Background: an optimization exercise with open tools, aiming at small area. Do not read the settings as production practice. The RTL was checked by simulation tests, not by an equivalence proof against the original design.

File: flow/run.sh
#!/bin/bash
# Layout flow: the standard flow (standard.sh), with two changes:
#  - synthesis maps the logic with an area-oriented ABC script (flow/abc.script) instead of
#    ORFS's speed script; everything else in synthesis is the standard script (synth_recipe.tcl
#    steps: -nofsm -noshare, flatten, rename), so the registers are the standard ones;
#  - port buffers use the smallest buffer (buf_1); every port still gets its buffer.
set -euo pipefail
HERE=$(pwd)
export MY_WORK=$HERE/flow_work
export MY_ABC_SCRIPT=$HERE/flow/abc.script
mkdir -p "$MY_WORK"
sed "s#SYNTH_SCRIPT=[^ ]*#SYNTH_SCRIPT=$HERE/flow/synth.tcl#" standard.sh > my_standard.sh
grep -q "SYNTH_SCRIPT=$HERE/flow/synth.tcl" my_standard.sh
export BUFFER_PORTS_ARGS="-buffer_cell sky130_fd_sc_hd__buf_1"
bash my_standard.sh synth > synth.log 2>&1
bash my_standard.sh finish > layout.log 2>&1
File: flow/abc.script
strash
dch -f
amap
File: flow/synth.tcl
proc synth {args} { yosys synth -nofsm -noshare {*}$args }
set f [open $::env(SCRIPTS_DIR)/synth_preamble.tcl]; set pre [read $f]; close $f
set pre [string map [list {set abc_script $::env(SCRIPTS_DIR)/abc_speed.script} "set abc_script $::env(MY_ABC_SCRIPT)" {set abc_script $::env(SCRIPTS_DIR)/abc_area.script} "set abc_script $::env(MY_ABC_SCRIPT)"] $pre]
set f [open $::env(MY_WORK)/preamble_mod.tcl w]; puts $f $pre; close $f
set f [open $::env(SCRIPTS_DIR)/synth.tcl]; set txt [read $f]; close $f
set txt [string map [list {source $::env(SCRIPTS_DIR)/synth_preamble.tcl} "source $::env(MY_WORK)/preamble_mod.tcl"] $txt]
set f [open $::env(MY_WORK)/synth_mod.tcl w]; puts $f $txt; close $f
source $::env(MY_WORK)/synth_mod.tcl
# left out here: clear keep_hierarchy, flatten, clean up, hide names made inside functions, write 1_2_yosys.v
File: standard.sh
#!/bin/bash
# synth_recipe.tcl (not shown) runs the flow's synth.tcl, then flattens the netlist and writes it again
# the make line also repeats each setting of config.mk as NAME=value (left out here)
make -C /OpenROAD-flow-scripts/flow DESIGN_CONFIG=/design/flow/config.mk WORK_HOME=/design/flow/orfs CLKGATE_MAP_FILE= SYNTH_SCRIPT=/design/flow/synth_recipe.tcl "${@:-finish}"
File: config.mk
export PLATFORM = sky130hd
export DESIGN_NAME = terrain_gen
export DESIGN_NICKNAME = terrain_gen
export VERILOG_FILES = /design/flow/design.v
export SDC_FILE = /design/flow/constraint.sdc
export NUM_CORES = 4
export LEC_CHECK = 0
export CAP_MARGIN = 20
export CORE_MARGIN = 2
export CORE_UTILIZATION = 40
export CTS_BUF_LIST = sky130_fd_sc_hd__clkbuf_4
export CTS_CLUSTER_SIZE = 10
export GPL_TIMING_DRIVEN = 0
export SLEW_MARGIN = 20
File: constraint.sdc
create_clock -name core_clock -period 10.0 [get_ports {CLOCK_50}]
set_input_delay 2.0000 -clock core_clock [delete_from_list [all_inputs] [get_ports {CLOCK_50}]]
set_output_delay 2.0000 -clock core_clock [all_outputs]
set_load 0.01 [all_outputs]
File: design.v
module terrain_gen #(
    parameter logic [7:0] MIN_H         = 8'd80,
    parameter logic [7:0] MAX_H         = 8'd115,
    parameter logic [2:0] GROUND_COLOUR = 3'b010
) (
    input  logic       CLOCK_50,
    input  logic       resetn,
    input  logic       start,
    input  logic [7:0] seed,
    input  logic       query_valid,
    input  logic [7:0] query_x,
    output logic [7:0] height,
    output logic       height_valid,
    output logic       ready,
    output logic       busy,
    output logic [7:0] vga_x,
    output logic [6:0] vga_y,
    output logic [2:0] vga_colour,
    output logic       vga_plot
);
    localparam logic [1:0] IDLE = 2'b00, READY = 2'b01, GEN = 2'b10, DRAW = 2'b11;
    logic [1:0] state_q, state_d;
    logic [7:0] cnt_q, cnt_d;       
    logic [5:0] h_q, h_d;           
    logic       hv_q, hv_d;
    logic [7:0] pos_q, pos_d;       
    logic       found_q, found_d;
    logic [5:0] acc_q, acc_d;       
    logic       s_gen, s_draw, s_ready;
    assign s_gen   = (state_q == GEN);
    assign s_draw  = (state_q == DRAW);
    assign s_ready = (state_q == READY);
    function automatic logic [4:0] rom(input logic [7:0] i);
        case (i)
            8'd0: rom = 5'd10;
            8'd1: rom = 5'd9;
            8'd2: rom = 5'd8;
            8'd3: rom = 5'd8;
            8'd4: rom = 5'd9;
            8'd5: rom = 5'd10;
            8'd6: rom = 5'd10;
            8'd7: rom = 5'd9;
            8'd8: rom = 5'd8;
            8'd9: rom = 5'd8;
            8'd10: rom = 5'd8;
            8'd11: rom = 5'd7;
            8'd12: rom = 5'd7;
            8'd13: rom = 5'd7;
            8'd14: rom = 5'd7;
            8'd15: rom = 5'd8;
            8'd16: rom = 5'd9;
            8'd17: rom = 5'd9;
            8'd18: rom = 5'd8;
            8'd19: rom = 5'd7;
            8'd20: rom = 5'd6;
            8'd21: rom = 5'd5;
            8'd22: rom = 5'd4;
            8'd23: rom = 5'd4;
            8'd24: rom = 5'd5;
            8'd25: rom = 5'd5;
            8'd26: rom = 5'd4;
            8'd27: rom = 5'd4;
            8'd28: rom = 5'd4;
            8'd29: rom = 5'd3;
            8'd30: rom = 5'd3;
            8'd31: rom = 5'd3;
            8'd32: rom = 5'd2;
            8'd33: rom = 5'd2;
            8'd34: rom = 5'd3;
            8'd35: rom = 5'd3;
            8'd36: rom = 5'd3;
            8'd37: rom = 5'd4;
            8'd38: rom = 5'd5;
            8'd39: rom = 5'd5;
            8'd40: rom = 5'd4;
            8'd41: rom = 5'd4;
            8'd42: rom = 5'd4;
            8'd43: rom = 5'd3;
            8'd44: rom = 5'd2;
            8'd45: rom = 5'd1;
            8'd46: rom = 5'd0;
            8'd47: rom = 5'd0;
            8'd48: rom = 5'd0;
            8'd49: rom = 5'd0;
            8'd50: rom = 5'd0;
            8'd51: rom = 5'd0;
            8'd52: rom = 5'd1;
            8'd53: rom = 5'd1;
            8'd54: rom = 5'd1;
            8'd55: rom = 5'd2;
            8'd56: rom = 5'd2;
            8'd57: rom = 5'd2;
            8'd58: rom = 5'd2;
            8'd59: rom = 5'd2;
            8'd60: rom = 5'd3;
            8'd61: rom = 5'd3;
            8'd62: rom = 5'd2;
            8'd63: rom = 5'd2;
            8'd64: rom = 5'd2;
            8'd65: rom = 5'd2;
            8'd66: rom = 5'd3;
            8'd67: rom = 5'd3;
            8'd68: rom = 5'd2;
            8'd69: rom = 5'd1;
            8'd70: rom = 5'd0;
            8'd71: rom = 5'd0;
            8'd72: rom = 5'd1;
            8'd73: rom = 5'd2;
            8'd74: rom = 5'd3;
            8'd75: rom = 5'd4;
            8'd76: rom = 5'd4;
            8'd77: rom = 5'd4;
            8'd78: rom = 5'd5;
            8'd79: rom = 5'd5;
            8'd80: rom = 5'd5;
            8'd81: rom = 5'd6;
            8'd82: rom = 5'd7;
            8'd83: rom = 5'd8;
            8'd84: rom = 5'd8;
            8'd85: rom = 5'd8;
            8'd86: rom = 5'd8;
            8'd87: rom = 5'd8;
            8'd88: rom = 5'd9;
            8'd89: rom = 5'd10;
            8'd90: rom = 5'd10;
            8'd91: rom = 5'd10;
            8'd92: rom = 5'd10;
            8'd93: rom = 5'd9;
            8'd94: rom = 5'd8;
            8'd95: rom = 5'd8;
            8'd96: rom = 5'd8;
            8'd97: rom = 5'd7;
            8'd98: rom = 5'd6;
            8'd99: rom = 5'd5;
            8'd100: rom = 5'd5;
            8'd101: rom = 5'd6;
            8'd102: rom = 5'd6;
            8'd103: rom = 5'd6;
            8'd104: rom = 5'd7;
            8'd105: rom = 5'd7;
            8'd106: rom = 5'd6;
            8'd107: rom = 5'd5;
            8'd108: rom = 5'd5;
            8'd109: rom = 5'd6;
            8'd110: rom = 5'd7;
            8'd111: rom = 5'd8;
            8'd112: rom = 5'd8;
            8'd113: rom = 5'd7;
            8'd114: rom = 5'd7;
            8'd115: rom = 5'd8;
            8'd116: rom = 5'd9;
            8'd117: rom = 5'd9;
            8'd118: rom = 5'd8;
            8'd119: rom = 5'd8;
            8'd120: rom = 5'd9;
            8'd121: rom = 5'd9;
            8'd122: rom = 5'd8;
            8'd123: rom = 5'd7;
            8'd124: rom = 5'd7;
            8'd125: rom = 5'd7;
            8'd126: rom = 5'd7;
            8'd127: rom = 5'd8;
            8'd128: rom = 5'd8;
            8'd129: rom = 5'd8;
            8'd130: rom = 5'd8;
            8'd131: rom = 5'd7;
            8'd132: rom = 5'd7;
            8'd133: rom = 5'd7;
            8'd134: rom = 5'd6;
            8'd135: rom = 5'd5;
            8'd136: rom = 5'd5;
            8'd137: rom = 5'd5;
            8'd138: rom = 5'd5;
            8'd139: rom = 5'd5;
            8'd140: rom = 5'd4;
            8'd141: rom = 5'd4;
            8'd142: rom = 5'd4;
            8'd143: rom = 5'd4;
            8'd144: rom = 5'd4;
            8'd145: rom = 5'd4;
            8'd146: rom = 5'd4;
            8'd147: rom = 5'd3;
            8'd148: rom = 5'd3;
            8'd149: rom = 5'd4;
            8'd150: rom = 5'd5;
            8'd151: rom = 5'd5;
            8'd152: rom = 5'd5;
            8'd153: rom = 5'd6;
            8'd154: rom = 5'd7;
            8'd155: rom = 5'd7;
            8'd156: rom = 5'd7;
            8'd157: rom = 5'd8;
            8'd158: rom = 5'd8;
            8'd159: rom = 5'd7;
            8'd160: rom = 5'd7;
            8'd161: rom = 5'd8;
            8'd162: rom = 5'd9;
            8'd163: rom = 5'd10;
            8'd164: rom = 5'd10;
            8'd165: rom = 5'd10;
            8'd166: rom = 5'd11;
            8'd167: rom = 5'd12;
            8'd168: rom = 5'd13;
            8'd169: rom = 5'd14;
            8'd170: rom = 5'd15;
            8'd171: rom = 5'd15;
            8'd172: rom = 5'd15;
            8'd173: rom = 5'd15;
            8'd174: rom = 5'd14;
            8'd175: rom = 5'd14;
            8'd176: rom = 5'd15;
            8'd177: rom = 5'd15;
            8'd178: rom = 5'd14;
            8'd179: rom = 5'd14;
            8'd180: rom = 5'd15;
            8'd181: rom = 5'd15;
            8'd182: rom = 5'd15;
            8'd183: rom = 5'd15;
            8'd184: rom = 5'd15;
            8'd185: rom = 5'd15;
            8'd186: rom = 5'd14;
            8'd187: rom = 5'd13;
            8'd188: rom = 5'd13;
            8'd189: rom = 5'd14;
            8'd190: rom = 5'd14;
            8'd191: rom = 5'd13;
            8'd192: rom = 5'd12;
            8'd193: rom = 5'd11;
            8'd194: rom = 5'd10;
            8'd195: rom = 5'd10;
            8'd196: rom = 5'd11;
            8'd197: rom = 5'd12;
            8'd198: rom = 5'd12;
            8'd199: rom = 5'd12;
            8'd200: rom = 5'd12;
            8'd201: rom = 5'd12;
            8'd202: rom = 5'd12;
            8'd203: rom = 5'd12;
            8'd204: rom = 5'd12;
            8'd205: rom = 5'd12;
            8'd206: rom = 5'd13;
            8'd207: rom = 5'd14;
            8'd208: rom = 5'd15;
            8'd209: rom = 5'd16;
            8'd210: rom = 5'd16;
            8'd211: rom = 5'd15;
            8'd212: rom = 5'd15;
            8'd213: rom = 5'd15;
            8'd214: rom = 5'd15;
            8'd215: rom = 5'd15;
            8'd216: rom = 5'd14;
            8'd217: rom = 5'd13;
            8'd218: rom = 5'd12;
            8'd219: rom = 5'd12;
            8'd220: rom = 5'd12;
            8'd221: rom = 5'd11;
            8'd222: rom = 5'd11;
            8'd223: rom = 5'd12;
            8'd224: rom = 5'd13;
            8'd225: rom = 5'd14;
            8'd226: rom = 5'd15;
            8'd227: rom = 5'd16;
            8'd228: rom = 5'd17;
            8'd229: rom = 5'd18;
            8'd230: rom = 5'd18;
            8'd231: rom = 5'd17;
            8'd232: rom = 5'd16;
            8'd233: rom = 5'd15;
            8'd234: rom = 5'd15;
            8'd235: rom = 5'd15;
            8'd236: rom = 5'd15;
            8'd237: rom = 5'd16;
            8'd238: rom = 5'd17;
            8'd239: rom = 5'd18;
            8'd240: rom = 5'd18;
            8'd241: rom = 5'd17;
            8'd242: rom = 5'd16;
            8'd243: rom = 5'd16;
            8'd244: rom = 5'd17;
            8'd245: rom = 5'd17;
            8'd246: rom = 5'd17;
            8'd247: rom = 5'd17;
            8'd248: rom = 5'd16;
            8'd249: rom = 5'd15;
            8'd250: rom = 5'd14;
            8'd251: rom = 5'd13;
            8'd252: rom = 5'd12;
            8'd253: rom = 5'd11;
            8'd254: rom = 5'd11;
            default: rom = 5'd0;
        endcase
    endfunction
    logic [7:0] op;
    logic [7:0] cnt_nx;
    logic       cnt_en;
    logic [8:0] sum9;
    logic       wrap;
    logic [7:0] idx;
    logic [4:0] rv;
    logic [5:0] hsum, hpath;
    assign op = s_ready ? query_x : cnt_nx;
    always_comb begin
        logic c;
        c = 1'b0;
        for (int i = 0; i < 8; i++) begin
            sum9[i] = pos_q[i] ^ op[i] ^ c;
            c       = (pos_q[i] & op[i]) | (c & (pos_q[i] ^ op[i]));
        end
        sum9[8] = c;
        wrap    = sum9[8] | (&sum9[7:0]);
        c = wrap;
        for (int i = 0; i < 8; i++) begin
            idx[i] = sum9[i] ^ c;
            c      = c & sum9[i];
        end
    end
    assign rv = rom(idx);
    always_comb begin
        logic       c;
        logic [5:0] r6;
        r6 = {1'b0, rv};
        c  = wrap;
        for (int i = 0; i < 6; i++) begin
            hsum[i] = r6[i] ^ acc_q[i] ^ c;
            c       = (r6[i] & acc_q[i]) | (c & (r6[i] ^ acc_q[i]));
        end
    end
    assign hpath = (op[7] & (op[6] | op[5])) ? 6'd56 : hsum;
    logic       hit1, hit2, searching;
    logic [5:0] acc_step, acc_sum;
    assign hit1      = (pos_q == 8'h01);
    assign hit2      = (pos_q == 8'h02);
    assign searching = s_gen && !found_q;
    always_comb begin
        if (!searching || hit1) acc_step = 6'd0;
        else if (hit2)          acc_step = {{5{~pos_q[1] & ~pos_q[2]}}, ~(pos_q[1] ^ pos_q[2])};  
        else case ({pos_q[3], pos_q[2], pos_q[1]})                                       
            3'b000:  acc_step = 6'b111110;
            3'b001,
            3'b100:  acc_step = 6'b111111;
            3'b101:  acc_step = 6'b000000;
            3'b010:  acc_step = 6'b000000;
            3'b011,
            3'b110:  acc_step = 6'b000001;
            default: acc_step = 6'b000010;
        endcase
    end
    logic       start_ok, col_end;
    assign start_ok = !state_q[1] && start;
    assign col_end  = (h_q == 6'd55);
    assign cnt_en   = s_gen || (s_draw && col_end);
    logic [5:0] h_inc;
    always_comb begin
        logic c;
        c = cnt_en;
        for (int i = 0; i < 8; i++) begin
            cnt_nx[i] = cnt_q[i] ^ c;
            c         = c & cnt_q[i];
        end
        c = 1'b1;
        for (int i = 0; i < 6; i++) begin
            h_inc[i] = h_q[i] ^ c;
            c        = c & h_q[i];
        end
        c = 1'b0;
        for (int i = 0; i < 6; i++) begin
            acc_sum[i] = acc_q[i] ^ acc_step[i] ^ c;
            c          = (acc_q[i] & acc_step[i]) | (c & (acc_q[i] ^ acc_step[i]));
        end
    end
    always_comb begin
        state_d = state_q;
        hv_d    = s_ready && query_valid;
        cnt_d   = start_ok ? 8'd96 : cnt_nx;
        h_d = (s_draw && !col_end) ? h_inc : hpath;
        acc_d   = start_ok ? 6'd22 : acc_sum;
        pos_d   = pos_q;
        found_d = found_q;
        if (start_ok) begin
            pos_d   = (seed == 8'h00) ? 8'h01 : seed;
            found_d = 1'b0;
        end else if (searching) begin
            if (hit1 || hit2) begin
                found_d = 1'b1;
                pos_d   = ~{cnt_q[6:0], hit2} - 8'd64;    
            end else begin
                pos_d = {2'b00, pos_q[7:2]}
                      ^ (pos_q[0] ? 8'h5C : 8'h00)
                      ^ (pos_q[1] ? 8'hB8 : 8'h00);
            end
        end
        case (state_q)
            IDLE, READY: if (start) state_d = GEN;
            GEN:         if (cnt_q == 8'd255) state_d = DRAW;
            DRAW:        if (col_end && cnt_q == 8'd159) state_d = READY;
            default:     state_d = IDLE;
        endcase
    end
    always_ff @(posedge CLOCK_50 or negedge resetn) begin
        if (!resetn) begin
            state_q <= IDLE;
            hv_q    <= 1'b0;
        end else begin
            state_q <= state_d;
            hv_q    <= hv_d;
        end
    end
    always_ff @(posedge CLOCK_50) begin
        cnt_q   <= cnt_d;
        h_q     <= h_d;
        pos_q   <= pos_d;
        found_q <= found_d;
        acc_q   <= acc_d;
    end
    assign height       = {1'b0, hv_q, h_q & {6{hv_q}}};
    assign height_valid = hv_q;
    assign ready        = s_ready;
    assign busy         = state_q[1];
    assign vga_x        = cnt_q & {8{s_draw}};
    assign vga_y        = {s_draw, h_q & {6{s_draw}}};
    assign vga_colour   = {1'b0, s_draw, 1'b0};
    assign vga_plot     = s_draw;
endmodule
==> results of run 1 <==
==> flip-flops by register name (all words and copies together) (netlist names) <==
register and count:
acc_q 6, cnt_q 8, found_q 1, h_q 6, hv_q 1, pos_q 8, state_q 2
==> logic make-up after synthesis <==
group	count (synthesis)	synth area share, %
DFF	32	21.83
adders and majority gates	48	21.39
and+or+nand+nor	178	22.54
other	1	0.1113
buffers and inverters	67	8.132
AOI/OAI and AO/OA	131	25.99
==> layer usage <==
metal / routed length [µm] / up-vias
met2: 4792 / 121
met5: 0 / -
met1: 4526 / 1657
met4: 99 / 0
met3: 451 / 12
li1: - / 1773
==> Yosys cell counts, types with 6 or more instances <==
cell        n
nor2b_1     7
ha_1       32
edfxtp_1    8
dfxtp_1    21
fa_1       16
o32ai_1     7
o21ai_0    30
clkinv_1   61
nor2_1    106
o22ai_1    10
a31oi_1     9
buf_4       6
nand2_1    29
nor3_1     14
a21oi_1    31
o22a_1      7
==> final cells by class <==
| class | count | area, µm² | area share (%) |
|---|---|---|---|
| multi-input combinational | 360 | 2599 | 62.71 |
| sequential | 32 | 735.7 | 17.75 |
| timing repair buffer | 61 | 286.5 | 6.914 |
| inverter | 61 | 271.5 | 6.552 |
| tap | 105 | 131.4 | 3.170 |
| buffer | 6 | 45.04 | 1.087 |
| clock buffer | 5 | 37.54 | 0.9058 |
| clock inverter | 3 | 37.54 | 0.9058 |
==> repair_timing <==
action	in CTS	in global routing
hold endpoints to repair	0	0
pin swaps	4	9
gates resized for setup	28	38
setup endpoints to repair	3	3
buffers inserted	6	9
==> stage by stage <==
stage          hold WS, ns  utilization, %
4_1_cts             0.4940           48.32
5_1_grt             0.5599           50.69
2_1_floorplan       0.4377               -
3_3_place_gp        0.4556           45.26
3_5_place_dp        0.4691           45.26
6_report            0.4967           50.69
==> path summary, 6_finish.rpt <==
kind	start	endpoint	slack (ns)	cells past startpoint
max	query_x[0]	h_q[4]$_DFF_P_	0.31	32
min	found_q$_SDFFE_PP0P_	found_q$_SDFFE_PP0P_	0.50	2
max reg2reg	h_q[0]$_DFF_P_	h_q[4]$_DFF_P_	0.40	37
min reg2reg	found_q$_SDFFE_PP0P_	found_q$_SDFFE_PP0P_	0.50	2
max in group asynchronous	resetn	state_q[1]$_DFFE_PN0P_	8.41	1
min in group asynchronous	resetn	state_q[0]$_DFFE_PN0P_	1.44	1
==> cell usage in the layout, fill, tap and decap left out, types with 8 or more instances in the layout <==
cell,count
ha_1,19
nor3_1,14
nor2_1,99
buf_4,19
o22ai_1,10
nand2_1,24
fa_1,12
edfxtp_1,8
a21oi_1,29
o21ai_0,25
dfxtp_1,21
buf_1,46
ha_4,10
clkinv_1,55
==> worst max-delay path, delay by kind of cell <==
kind	cells	cell delay, ns
adder cells (fa/ha/maj)	19	5.63
AO/OA/AOI/OAI	4	0.87
buffers and inverters	5	0.54
AND/OR/NAND/NOR	4	0.87
==> notes.md, run 1 <==
* Clock transition at path regs at 0.11 ns
* Max-cap viol count at 0
* CP endpoint kind: flip-flop
* Met2 layer usage reported by global route at 36.07%
* Top Usage Layer GRT: met2
* Initial detailed-routing violation count at 304
* First-pass GRT wire length at 15.45 mm
* Core Box Area at 8175 µm²
* Via count at 3563
* GPL Wtd Cong at 0.9071
* #FFs+latches synth at 32
* Die Span Y at 95.78 µm
* DR vias/cell at 5.629
* Clk_skew at 0.008170 ns
* Critical path data required time at 10.24 ns
* Area Growth Syn to Fin at 22.99%
* Placed insts at 610
* Dominant synthesized flop cell: dfxtp_1
* DR pass1 iterations at 5
* Post-synthesis average cell area at 7.373 µm²
* Row cnt at 33
* Crit path time final at 9.688 ns
* Largest net degree at the start of global routing at 27
* Outcome: timing/DRC/antenna clean
* Cell variety after synth at 44
* Crit-path max FO at 11
* Final setup violation count at 0
* GRT Residual Overflow at 0
* IO buf count at 46
* Post-route cell area at 4144 µm²
* Clock Latency Late Sink at 0.34 ns
* Most frequent CP cell: fa_1
* GRT Util Overall at 21.28%
* Setup TNS at 0 ns
* Layout cells sized above 1 at 13.45%
* Antenna violations before repair at 0
* Slew Viols, Final at 0
* Post-Layout Cell Count at 633
* Setup WS pre-CTS at -1.005 ns
* Post-Place Cell Area at 3700 µm²
* Nets at 595
* GRT met3 Usage at 2.741%
* Die ar. at 9174 µm²
* Post-synth ARST share at 9.375%
* Post-synth EDFFs at 8
* Via count of the first global-routing pass at 3197
* Clock buffer count from CTS at 5
* CTS root buf: clkbuf_4
* CTS Sinks at 32
* Final ANT Viol Nets at 0
* Register area share after synthesis at 21.83%
* FILL cells at 821
* Starting density of the core at 41.22%
* Synth Warn # at 1
* Final HPWL DP at 7.273 mm
* CP Launch Type: primary input
* Routed Wire Length at 9.870 mm
* CTS Hold Buffers Added at 0
* Worst Path Arrival at 9.93 ns
* Ant diodes at 0
* TritonCTS clock tree: yes
* Die extent in x at 95.78 µm
* Most area-hungry cell type in the Yosys netlist: dfxtp_1
* Slew Limit Headroom at 36.16%
* Least-Margin Pin Slew at 0.9541 ns
* CP max stage delay at 0.45 ns
* Achievable Freq at 103.2 MHz
* WS Path Type: in2reg
* Post-route setup slack at 0.3117 ns
* Synth top area cells: dfxtp_1 (12%), ha_1 (12%), nor2_1 (12%)
* Clock tree buffer depth at 2
* Routing usage on met1 at 29.21%
* Mapped Area at 3369 µm²
* IO Count at 50
* H-tree depth at 2
* Post-synth top area share at 12.48%
* Synth Instances at 457
* Slowest CP cell: fa_1
* Hold Vio Cnt, Final at 0
* Worst min path class: reg2reg
* Wirelength per Cell at 15.59 µm
* Final worst-path cycle share at 96.88%
* DRC viols at 0
==> run 2: changes to the inputs <==
--- a/config.mk
+++ b/config.mk
@@ -8,7 +8,6 @@
 export CAP_MARGIN = 20
 export CORE_MARGIN = 2
 export CORE_UTILIZATION = 40
-export CTS_BUF_LIST = sky130_fd_sc_hd__clkbuf_4
-export CTS_CLUSTER_SIZE = 10
+export CTS_BUF_LIST = sky130_fd_sc_hd__clkbuf_8
 export GPL_TIMING_DRIVEN = 0
 export SLEW_MARGIN = 20
==> run 2 against run 1 <==
Still clean. Setup slack gained 0.011 ns. Clock-buffer cell count grew 2. Sequential share of layout area shrank 0.28 points. Clock skew shrank 0.0027 ns. Maximum frequency grew 0.11%. Global-route usage grew 0.16 points. Cell count grew 0.16%. Critical path depth is the same. First-iteration DRC count shrank 18%. Routed wire length grew 0.60%. Area after synthesis is the same. Largest cell class unchanged.
==> notes.md, run 2 <==
* Post-synthesis simple-gate area fraction at 22.54% (unchanged)
* DR vias/cell at 5.620 (-0.16%)
* Via count at 3563 (unchanged)
* CP endpoint kind: flip-flop
* CP Launch Type: primary input
* Final ANT Viol Nets at 0 (unchanged)
* Post-synthesis average cell area at 7.373 µm² (unchanged)
* Row cnt at 33 (unchanged)
* Multi-input logic area at 2594 µm² (-0.19%)
* Max-cap viol count at 0 (unchanged)
* Nets at 596 (+0.17%)
* Outcome: timing/DRC/antenna clean
* Core Box Area at 8175 µm² (unchanged)
* Slew Viols, Final at 0 (unchanged)
* Clk_skew at 0.005451 ns (-0.002718 ns)
* Final core occ at 51.52% (+0.83 points)
* Commonest non-fill, non-tap cell in the layout: nor2_1
* Post-Place Cell Area at 3700 µm² (unchanged)
* Commonest cells post-synth: nor2_1 (106), clkinv_1 (61), ha_1 (32), a21oi_1 (31), o21ai_0 (30)
* Layout cells sized above 1 at 13.99% (+0.54 points)
* TritonCTS clock tree: yes
* Die extent in x at 95.78 µm (unchanged)
* Clock Latency Late Sink at 0.29 ns (-0.05 ns)
* Synth Area in XOR/XNOR at 0% (unchanged)
* Final setup violation count at 0 (unchanged)
* Most common cell in the netlist: nor2_1
* Slew Limit Headroom at 36.02% (-0.14 points)
* GRT Util Overall at 21.44% (+0.16 points)
* Dominant synthesized flop cell: dfxtp_1
* Least-Margin Pin Slew at 0.9562 ns (+0.002090 ns)
* CTS root buf: clkbuf_8
* WS Path Type: in2reg
* Most frequent cells in the layout: nor2_1 (100), clkinv_1 (53), buf_1 (46), a21oi_1 (29), o21ai_0 (26)
* CP max stage delay at 0.42 ns (-0.03 ns)
* First-pass GRT wire length at 15.51 mm (+0.40%)
* Synth Warn # at 1 (unchanged)
* Setup TNS at 0 ns (unchanged)
* Slowest CP cell: fa_1
* Worst Path Arrival at 9.86 ns (-0.07 ns)
* Largest family of logic cells by synthesized area: compound AO/OA/AOI/OAI gates
* Post-synth EDFFs at 8 (unchanged)
* FILL cells at 810 (-1.3%)
* Clock buffer count from CTS at 5 (unchanged)
* DRC viols at 0 (unchanged)
* Ant diodes at 0 (unchanged)
* Post-synth ARST share at 9.375% (unchanged)
* Largest net degree at the start of global routing at 27 (unchanged)
* Crit path time final at 9.678 ns (-0.01076 ns)
* H-tree depth at 2 (unchanged)
* Wirelength per Cell at 15.66 µm (+0.44%)
* DR pass1 iterations at 6 (+1)
* Via count of the first global-routing pass at 3202 (+0.16%)
* Reg area at 735.7 µm² (unchanged)
* GPL Wtd Cong at 0.9071 (unchanged)
* Die Span Y at 95.78 µm (unchanged)
* Synth Area in Compound Gates at 25.99% (unchanged)
* Largest regs: cnt_q x8, pos_q x8
* Final HPWL DP at 7.273 mm (unchanged)
* Antenna violations before repair at 0 (unchanged)
* Starting density of the core at 41.22% (unchanged)
* Die ar. at 9174 µm² (unchanged)
* Routed Wire Length at 9.929 mm (+0.60%)
* Critical path data required time at 10.18 ns (-0.06 ns)
* Mux contribution to synthesized area at 0% (unchanged)
* Cell variety after synth at 44 (unchanged)
* Synth Instances at 457 (unchanged)
* Worst min path class: reg2reg
* Initial detailed-routing violation count at 249 (-18%)
* Post-route cell area at 4212 µm² (+1.6%)
* Hold Vio Cnt, Final at 0 (unchanged)
* IO buf count at 46 (unchanged)
* CTS Sinks at 32 (unchanged)
* Most area-hungry cell type in the Yosys netlist: dfxtp_1
* Register area share after synthesis at 21.83% (unchanged)
* Mapped Area at 3369 µm² (unchanged)
* Achievable Freq at 103.3 MHz (+0.11%)
* Synth Area in Adders at 21.39% (unchanged)
* Clock tree buffer depth at 2 (unchanged)
* Synth top area cells: dfxtp_1 (12%), ha_1 (12%), nor2_1 (12%)
* IO Count at 50 (unchanged)
* Fin Hold WS at 0.4914 ns (-0.005218 ns)
* Unrepaired setup endpoints after global routing: false
* Final worst-path cycle share at 96.78% (-0.11 points)
* Area Growth Syn to Fin at 24.99%
* GRT Residual Overflow at 0 (unchanged)
* #FFs+latches synth at 32 (unchanged)
* Crit-path max FO at 11 (unchanged)
* Post-synth top area share at 12.48% (unchanged)
* Clock transition at path regs at 0.07 ns (-0.04 ns)
==> run 2: final timing paths <==
path	slack, ns	cells after the start	endpoint	from
worst max-delay path	0.32	32	h_q[4]$_DFF_P_	query_x[0]
worst min-delay path	0.49	2	found_q$_SDFFE_PP0P_	found_q$_SDFFE_PP0P_
worst max register to register	0.47	37	h_q[4]$_DFF_P_	h_q[0]$_DFF_P_
worst min register to register	0.49	2	found_q$_SDFFE_PP0P_	found_q$_SDFFE_PP0P_
max in group asynchronous	8.35	1	state_q[1]$_DFFE_PN0P_	resetn
min in group asynchronous	1.50	1	state_q[0]$_DFFE_PN0P_	resetn
==> run 2: worst max-delay path: cells and delay by family <==
family          cells  cell delay (ns)
buf+inv             5             0.54
simple gates        4             0.87
compound gates      4             0.92
fa+ha+maj          19             5.54
==> run 2: routing by layer <==
metal | vias up | routed length, µm | share of wire, % | GRT usage (%)
li1 | 1767 | - | - | -
met1 | 1667 | 4440 | 45 | 29.09
met2 | 111 | 4837 | 49 | 36.25
met3 | 18 | 488 | 4.9 | 2.741
met4 | 0 | 162 | 1.6 | 5.238
met5 | - | 0 | 0 | 0
==> run 2: logic make-up after synthesis <==
| family | Yosys count |
|---|---|
| compound gates | 131 |
| fa+ha+maj | 48 |
| buf+inv | 67 |
| flops | 32 |
| other cells | 1 |
| simple gates | 178 |
==> run 2: area by class of cell <==
type	instances	share of cell area (%)
Clock inverter	1	0.7130
Multi-Input combinational cell	360	61.59
Timing Repair Buffer	62	7.368
Tap cell	105	3.119
Sequential cell	32	17.47
Inverter	61	6.387
Clock buffer	7	2.288
Buffer	6	1.070
==> run 2: what timing repair did <==
| action | in CTS | in global routing |
|---|---|---|
| gates resized for setup | 30 | 34 |
| pin swaps | 5 | 10 |
| setup buffers | 6 | 10 |
| setup endpoints to repair | 3 | 3 |
| hold buffers | 0 | 0 |
==> run 2: metrics by stage <==
| step | setup slack, ns | std cells |
|---|---|---|
| after floorplan | 0.01836 | 459 |
| after global placement | -0.9489 | 610 |
| after detailed placement | -1.005 | 610 |
| after CTS | 0.04590 | 624 |
| after global routing | 0.02068 | 634 |
| final | 0.3225 | 634 |
==> run 3: changes to the inputs <==
--- a/design.v
+++ b/design.v
@@ -287,31 +287,32 @@
             8'd252: rom = 5'd12;
             8'd253: rom = 5'd11;
             8'd254: rom = 5'd11;
+            8'd255: rom = 5'd11;
             default: rom = 5'd0;
         endcase
     endfunction
     logic [7:0] op;
     logic [7:0] cnt_nx;
     logic       cnt_en;
-    logic [8:0] sum9;
     logic       wrap;
     logic [7:0] idx;
     logic [4:0] rv;
     logic [5:0] hsum, hpath;
     assign op = s_ready ? query_x : cnt_nx;
     always_comb begin
-        logic c;
-        c = 1'b0;
+        logic [7:0] p, g;
+        logic [8:0] c, pp;
+        p = pos_q ^ op;
+        g = pos_q & op;
+        c[0]  = 1'b0;
+        pp[0] = 1'b1;
         for (int i = 0; i < 8; i++) begin
-            sum9[i] = pos_q[i] ^ op[i] ^ c;
-            c       = (pos_q[i] & op[i]) | (c & (pos_q[i] ^ op[i]));
+            c[i+1]  = g[i] | (p[i] & c[i]);
+            pp[i+1] = pp[i] & p[i];
         end
-        sum9[8] = c;
-        wrap    = sum9[8] | (&sum9[7:0]);
-        c = wrap;
+        wrap = c[8];
         for (int i = 0; i < 8; i++) begin
-            idx[i] = sum9[i] ^ c;
-            c      = c & sum9[i];
+            idx[i] = p[i] ^ (c[i] | (pp[i] & wrap));
         end
     end
     assign rv = rom(idx);
--- a/config.mk
+++ b/config.mk
@@ -8,6 +8,7 @@
 export CAP_MARGIN = 20
 export CORE_MARGIN = 2
 export CORE_UTILIZATION = 40
-export CTS_BUF_LIST = sky130_fd_sc_hd__clkbuf_8
+export CTS_BUF_LIST = sky130_fd_sc_hd__clkbuf_4
+export CTS_CLUSTER_SIZE = 10
 export GPL_TIMING_DRIVEN = 0
 export SLEW_MARGIN = 20
==> run 3 against run 2 <==
Die area hardly changed. Setup slack gained 0.63 ns. Global-route usage fell by 0.70 points. Synthesized cell count rose by 3.7%. Area after synthesis is essentially flat. Routed wire length shrank 6.4%. Register-to-register slack better by 0.49 ns. Sequential share of layout area rose by 2.0 points. Cell count up 0.47%. Critical endpoint unchanged. Largest cell class unchanged.
==> notes.md, run 3 <==
* Mapped Area at 3372 µm² (about the same)
* TritonCTS clock tree: yes
* DR vias/cell at 5.689 (+1.2%)
* Final worst-path cycle share at 90.43% (-6.3 points)
* Multi-input logic area at 2362 µm² (-8.9%)
* Via count at 3624 (+1.7%)
* Via count of the first global-routing pass at 3196 (-0.19%)
* First-pass GRT wire length at 15.05 mm (-3.0%)
* IO Count at 50 (unchanged)
* Worst Path Arrival at 9.27 ns (-0.59 ns)
* Nets at 593 (-0.50%)
* DRC viols at 0 (unchanged)
* Placed insts at 629 (+3.1%)
* Register area share after synthesis at 21.82% (about the same)
* Least-Margin Pin Slew at 0.9656 ns (+0.009404 ns)
* CP Launch Type: flip-flop
* Layout cells sized above 1 at 3.947% (-10 points)
* IO buf count at 46 (unchanged)
* Post-Place Cell Area at 3711 µm² (+0.30%)
* Final core occ at 46.24% (-5.3 points)
* Post-synthesis average cell area at 7.114 µm² (-3.5%)
* CTS Sinks at 32 (unchanged)
* Hold endpoint: h_q[0]$_DFF_P_
* Core Box Area at 8175 µm² (unchanged)
* Clk_skew at 0.008865 ns (+0.003414 ns)
* FF-to-FF setup slack at 0.96 ns (+0.49 ns)
* Most frequent cells in the layout: nor2_1 (108), clkinv_1 (65), buf_1 (47), nand2_1 (35), ha_1 (32)
* Final ANT Viol Nets at 0 (unchanged)
* Clock tree buffer depth at 2 (unchanged)
* Post-route cell area at 3780 µm² (-10%)
* Row cnt at 33 (unchanged)
* Synth Warn # at 1 (unchanged)
* Outcome: timing/DRC/antenna clean
* CP max stage delay at 0.47 ns (+0.05 ns)
* H-tree depth at 2 (unchanged)
* CP endpoint kind: flip-flop
* Die ar. at 9181 µm² (about the same)
* Cell variety after synth at 41 (-6.8%)
* CTS root buf: clkbuf_4
* Critical path data required time at 10.23 ns (+0.05 ns)
* Post-Layout Cell Count at 637 (+0.47%)
* GRT Util Overall at 20.75% (-0.70 points)
* Reg area at 735.7 µm² (unchanged)
* Synth top area cells: dfxtp_1 (12%), nor2_1 (12%), ha_1 (12%)
* Hold_sp: h_q[0]$_DFF_P_
* Final HPWL DP at 7.175 mm (-1.4%)
* Antenna violations before repair at 0 (unchanged)
* #FFs+latches synth at 32 (unchanged)
* Clock transition at path regs at 0.10 ns (+0.03 ns)
* Synth Instances at 474 (+3.7%)
* Most area-hungry cell type in the Yosys netlist: dfxtp_1
* Crit path time final at 9.043 ns (-0.6347 ns)
* Clock Latency Late Sink at 0.34 ns (+0.05 ns)
* PostCTS Resize Cnt at 0 (-100%)
* Final setup violation count at 0 (unchanged)
* WS Path Type: reg2reg
* Achievable Freq at 110.6 MHz (+7.0%)
* Slew Viols, Final at 0 (unchanged)
* Dominant synthesized flop cell: dfxtp_1
* Reg2reg path depth at 41 (+11%)
* Largest net degree at the start of global routing at 24 (-11%)
* Hold Vio Cnt, Final at 0 (unchanged)
* Reg2reg start: h_q[0]$_DFF_P_
* Starting density of the core at 41.25% (about the same)
* Commonest non-fill, non-tap cell in the layout: nor2_1
* Area Growth Syn to Fin at 12.10%
* Setup TNS at 0 ns (unchanged)
* Hold Crit Depth at 1 (-1)
* Commonest cells post-synth: nor2_1 (108), clkinv_1 (66), nand2_1 (35), ha_1 (32), o21ai_0 (32)
* Post-synth top area share at 12.47% (about the same)
* Routed Wire Length at 9.291 mm (-6.4%)
* Die Span Y at 95.82 µm (about the same)
* Worst min path class: reg2reg
* Crit-path max FO at 21 (+10)
* Post-synth ARST share at 9.375% (unchanged)
* FF-to-FF End: h_q[4]$_DFF_P_
* Ant diodes at 0 (unchanged)
* Largest regs: cnt_q x8, pos_q x8
* Post-synth EDFFs at 8 (unchanged)
* Max-cap viol count at 0 (unchanged)
* CTS Hold Buffers Added at 0 (unchanged)
* FILL cells at 859 (+6.0%)
* DR pass1 iterations at 5 (-1)
* GRT Residual Overflow at 0 (unchanged)
* Post-CTS Setup Repair Bufs at 0 (-6)
* Clock buffer count from CTS at 5 (unchanged)
* Initial detailed-routing violation count at 256 (+2.8%)
* Unrepaired setup endpoints after global routing: false
* GPL Wtd Cong at 0.9507 (+4.8%)
* Die extent in x at 95.82 µm (about the same)
* Slew Limit Headroom at 35.19% (-0.82 points)
* Wirelength per Cell at 14.59 µm (-6.9%)
* Slowest CP cell: clkinv_1
* Most common cell in the netlist: nor2_1
==> run 3: changes by cell type after synthesis, sizes merged, moves of 4 or more <==
cell    delta
clkinv     +5
o32ai      -4
nor2b      +4
o22ai      +5
a31oi      -7
or2        +4
o22a       +4
nand2      +6
fa         -6
==> run 3: layout make-up <==
| type | instances | share of cell area (%) |
|---|---|---|
| Clock buffer | 7 | 1.390 |
| Tap cell | 105 | 3.476 |
| Inverter | 66 | 6.653 |
| Clock inverter | 1 | 0.1324 |
| Timing Repair Buffer | 48 | 5.098 |
| Buffer | 7 | 1.291 |
| Multi-Input combinational cell | 371 | 62.50 |
| Sequential cell | 32 | 19.46 |
==> run 3: logic make-up after synthesis <==
family | after synthesis | share of synthesized area, %
AND/OR/NAND/NOR | 189 | 23.86
AO/OA/AOI/OAI | 137 | 27.61
buffers and inverters | 73 | 8.794
adder cells (fa/ha/maj) | 42 | 17.81
flip-flops | 32 | 21.82
other | 1 | 0.1112
==> run 3: routing by layer <==
layer  global-route usage, %  routed length, µm  up-vias
li1                        -                  -     1783
met1                   30.60               4305     1665
met2                   31.93               4247      157
met3                   2.897                565       19
met4                   4.881                172        0
met5                       0                  0        -
==> run 3: worst max path at each step <==
stage	startpoint	end	slack, ns	depth (start not counted)
after global routing	h_q[0]$_DFF_P_	h_q[4]$_DFF_P_	0.12	41
after detailed placement	query_x[1]	h_q[4]$_DFF_P_	0.57	34
after floorplan	query_x[1]	h_q[4]$_DFF_P_	1.01	31
final	h_q[0]$_DFF_P_	h_q[4]$_DFF_P_	0.96	41
after global placement	query_x[1]	h_q[4]$_DFF_P_	-0.76	33
after CTS	h_q[0]$_DFF_P_	h_q[4]$_DFF_P_	0.77	42
==> run 3: critical path: cells and delay by family, from the launching register on <==
family          cells  cell delay [ns]
compound gates     11             2.67
fa+ha+maj          11             2.94
buf+inv             7             1.13
flops               1             0.37
simple gates       12             1.81
==> run 3: stage by stage <==
step | hold slack, ns | setup slack, ns
after floorplan | 0.4468 | 1.008
after global placement | 0.4671 | -0.7624
after detailed placement | 0.4830 | 0.5670
after CTS | 0.5102 | 0.7688
after global routing | 0.5325 | 0.1203
final | 0.5083 | 0.9572
==> run 4: changes to the inputs <==
--- a/flow/run.sh
+++ b/flow/run.sh
@@ -3,6 +3,8 @@
 #  - synthesis maps the logic with an area-oriented ABC script (flow/abc.script) instead of
 #    ORFS's speed script; everything else in synthesis is the standard script (synth_recipe.tcl
 #    steps: -nofsm -noshare, flatten, rename), so the registers are the standard ones;
+#  - synthesis leaves adders to ABC (no full/half-adder cell extraction) and inserts no
+#    buffers on pass-through wires (port buffering below gives every port its own buffer);
 #  - port buffers use the smallest buffer (buf_1); every port still gets its buffer.
 set -euo pipefail
 HERE=$(pwd)
@@ -12,5 +14,5 @@
 sed "s#SYNTH_SCRIPT=[^ ]*#SYNTH_SCRIPT=$HERE/flow/synth.tcl#" standard.sh > my_standard.sh
 grep -q "SYNTH_SCRIPT=$HERE/flow/synth.tcl" my_standard.sh
 export BUFFER_PORTS_ARGS="-buffer_cell sky130_fd_sc_hd__buf_1"
-bash my_standard.sh synth > synth.log 2>&1
+bash my_standard.sh ADDER_MAP_FILE= SYNTH_INSBUF=0 synth > synth.log 2>&1
 bash my_standard.sh finish > layout.log 2>&1
==> run 4 against run 3 <==
First-iteration DRC count down 20%. Still clean. Global-route usage rose by 1.5 points. Utilization rose by 0.49 points. Critical path type unchanged. Non-clock buffer count decreased by 7. Final area decreased by 11%. Largest cell class unchanged. Synthesized cell count up 2.1%. Highest routed layer unchanged.
==> notes.md, run 4 <==
* Clock transition at path regs at 0.11 ns (about the same)
* CP Launch Type: flip-flop
* GPL Wtd Cong at 0.9148 (-3.8%)
* Synth top area cells: nor2_1 (16%), dfxtp_1 (14%), o21ai_0 (8.6%)
* Final setup violation count at 0 (unchanged)
* Commonest non-fill, non-tap cell in the layout: nor2_1
* Final ANT Viol Nets at 0 (unchanged)
* Fin Hold WS at 0.4889 ns (-0.01935 ns)
* IO Count at 50 (unchanged)
* Max-cap viol count at 0 (unchanged)
* Outcome: timing/DRC/antenna clean
* TritonCTS clock tree: yes
* Post-route cell area at 3371 µm² (-11%)
* Starting density of the core at 41.12% (-0.13 points)
* H-tree depth at 2 (unchanged)
* Commonest cells post-synth: nor2_1 (130), clkinv_1 (64), o21ai_0 (51), nand2_1 (41), a21oi_1 (38)
* CTS Hold Buffers Added at 0 (unchanged)
* Most common cell in the netlist: nor2_1
* Post-synth top area share at 16.45% (+4.0 points)
* Hold Vio Cnt, Final at 0 (unchanged)
* Slew Limit Headroom at 37.63% (+2.4 points)
* IO buf count at 46 (unchanged)
* Slowest CP cell: nor2_1
* CP max stage delay at 0.41 ns (-0.06 ns)
* CP endpoint kind: flip-flop
* Post-synth EDFFs at 8 (unchanged)
* Crit-path max FO at 8 (-62%)
* FF-to-FF setup slack at 1.22 ns (+0.26 ns)
* Nets at 561 (-5.4%)
* Crit path time final at 8.784 ns (-0.2585 ns)
* Via count of the first global-routing pass at 3239 (+1.3%)
* FILL cells at 805 (-6.3%)
* FF-to-FF End: h_q[5]$_DFF_P_
* Reg2reg path depth at 47 (+15%)
* Via count at 3616 (-0.22%)
* Most frequent cells in the layout: nor2_1 (128), clkinv_1 (65), o21ai_0 (47), buf_1 (46), nand2_1 (41)
* DR vias/cell at 5.641 (-0.84%)
* #FFs+latches synth at 32 (unchanged)
* Core Box Area at 7214 µm² (-12%)
* Most frequent CP cell: o21ai_0
* Most area-hungry cell type in the Yosys netlist: nor2_1
* GRT Util Overall at 22.26% (+1.5 points)
* Critical path data required time at 10.25 ns (+0.02 ns)
* Largest regs: cnt_q x8, pos_q x8
* Post-route setup slack at 1.216 ns (+0.2585 ns)
* Least-Margin Pin Slew at 0.9257 ns (-0.03988 ns)
* Worst min path class: reg2reg
* Post-synth ARST share at 9.375% (unchanged)
* Die extent in x at 90.12 µm (-5.9%)
* Routed Wire Length at 8.839 mm (-4.9%)
* Hold endpoint: found_q$_SDFFE_PP0P_
* CP Launch Point: h_q[0]$_DFF_P_
* CTS Sinks at 32 (unchanged)
* Setup WS pre-CTS at 0.8234 ns (+0.2564 ns)
* Reg2reg start: h_q[0]$_DFF_P_
* Hold Crit Depth at 2 (+1)
* Mapped Area at 2967 µm² (-12%)
* Clk_skew at 0.01483 ns (+0.005962 ns)
* Achievable Freq at 113.8 MHz (+2.9%)
* Layout cells sized above 1 at 2.952% (-1.0 points)
* Row cnt at 31 (-6.1%)
* Final worst-path cycle share at 87.84% (-2.6 points)
* DRC viols at 0 (unchanged)
* Die ar. at 8122 µm² (-12%)
* Synth Warn # at 1 (unchanged)
* Worst Path Arrival at 9.03 ns (-0.24 ns)
* CTS root buf: clkbuf_4
* Synth Instances at 484 (+2.1%)
* Dominant synthesized flop cell: dfxtp_1
* Ant diodes at 0 (unchanged)
* WS Path Type: reg2reg
* Antenna violations before repair at 0 (unchanged)
* Clock Latency Late Sink at 0.34 ns (about the same)
* Largest net degree at the start of global routing at 24 (unchanged)
* DR pass1 iterations at 5 (unchanged)
* Post-synthesis average cell area at 6.129 µm² (-14%)
* Area Growth Syn to Fin at 13.62%
* Cell variety after synth at 40 (-2.4%)
* First-pass GRT wire length at 15.35 mm (+2.0%)
* Final HPWL DP at 6.825 mm (-4.9%)
* Register area share after synthesis at 24.80% (+3.0 points)
* Clock buffer count from CTS at 5 (unchanged)
* Post-Place Cell Area at 3304 µm² (-11%)
* Hold_sp: found_q$_SDFFE_PP0P_
* Initial detailed-routing violation count at 205 (-20%)
* Clock tree buffer depth at 2 (unchanged)
* Die Span Y at 90.12 µm (-5.9%)
* Wirelength per Cell at 13.79 µm (-5.5%)
* GRT Residual Overflow at 0 (unchanged)
* Slew Viols, Final at 0 (unchanged)
-- run 4: cell types whose count changed in the layout (fill, tap and decap cells not counted), moves of 7 or more --
| cell | previous run | this run |
|---|---|---|
| ha_1 | 32 | 0 |
| a21oi_1 | 26 | 37 |
| nor2b_1 | 11 | 4 |
| nor2_1 | 108 | 128 |
| fa_1 | 10 | 0 |
| o21ai_0 | 29 | 47 |
-- run 4: worst max-delay path by stage --
stage / end / slack (ns)
final: h_q[5]$_DFF_P_ / 1.22
after global routing: h_q[5]$_DFF_P_ / -0.07
after CTS: h_q[5]$_DFF_P_ / 0.79
after detailed placement: h_q[5]$_DFF_P_ / 0.82
after global placement: h_q[5]$_DFF_P_ / -1.15
after floorplan: h_q[5]$_DFF_P_ / 1.15
-- run 4: area by class of cell --
cell class	instances	area, µm²	share of cell area [%]
Clock buffer	5	37.54	1.114
Clock inverter	3	13.76	0.4083
Multi-Input combinational cell	390	2024	60.06
Inverter	64	240.2	7.127
Timing Repair Buffer	48	195.2	5.791
Sequential cell	32	735.7	21.83
Tap cell	99	123.9	3.675
-- run 4: logic make-up after synthesis --
logic type,Yosys count,share of synthesized area (%)
compound gates,171,36.65
xor+xnor,1,0.2953
buf+inv,64,8.098
flops,32,24.80
other cells,1,0.1264
simple gates,215,30.03
-- run 4: routing by layer --
| metal | GRT usage (%) | vias up | share of wire, % | wire length (µm) |
|---|---|---|---|---|
| li1 | - | 1855 | - | - |
| met1 | 30.57 | 1573 | 46 | 4037 |
| met2 | 36.09 | 161 | 45 | 3963 |
| met3 | 2.515 | 27 | 6.8 | 597 |
| met4 | 8.077 | 0 | 2.7 | 240 |
| met5 | 0 | - | 0 | 0 |
-- run 4: what timing repair did --
| action | 4_1_cts | 5_1_grt |
|---|---|---|
| resized for setup | 0 | 5 |
| setup endpoints to repair | 0 | 3 |
| buffers inserted | 0 | 0 |
-- run 4: worst max-delay path: cells and delay by family, from the launching register on --
kind	cells	cell delay, ns
AOI/OAI and AO/OA	24	4.34
and+or+nand+nor	16	2.86
buffers and inverters	7	1.07
DFF	1	0.37
-- run 4: through the flow --
stage | cells | setup TNS (ns) | util, %
after global routing | 641 | -0.07172 | 46.72
after detailed placement | 633 | 0 | 45.80
after global placement | 631 | -3.800 | 45.33
after floorplan | 486 | 0 | -
after CTS | 641 | 0 | 46.51
final | 641 | 0 | 46.72

static timing again, ports no longer ideal:
How much do the figures lean on ideal ports? The routed layouts below were timed once more, with nothing changed but the port constraints. Step 1 (the two cells are an assumption about what drives the block):
set clk [get_ports {CLOCK_50}]
set_driving_cell -lib_cell sky130_fd_sc_hd__clkbuf_16 $clk
set_driving_cell -lib_cell sky130_fd_sc_hd__buf_2 [delete_from_list [all_inputs] $clk]
Step 2, shift: input delay + t, output delay - t, t = (earliest + latest rising clock arrival at the registers) / 2. This alone moves slack from input paths to output paths. Three values: no drivers, after step 1, after step 2; two values: the first two.
run	t (ns)	slack for setup (ns)	hold WS [ns]	latest minus earliest clock arrival (ns)	worst slew at a driven data input, ns
run 1	0.358	0.312 / 0.317 / -0.041	0.497 / 0.497 / 0.497	0.008 / 0.009	0.03
run 2	0.312	0.322 / 0.330 / 0.018	0.491 / 0.491 / 0.491	0.006 / 0.005	0.03
run 3	0.362	0.957 / 0.957 / 0.718	0.508 / 0.508 / 0.508	0.009 / 0.008	0.03
run 4	0.361	1.216 / 1.216 / 1.216	0.489 / 0.489 / 0.489	0.015 / 0.015	0.04
Met with ideal ports but missed after step 2: setup timing in run 1. For run 1, which loses most, drivers alone change the setup slack by +0.005 ns; drivers and shift together by -0.353 ns.
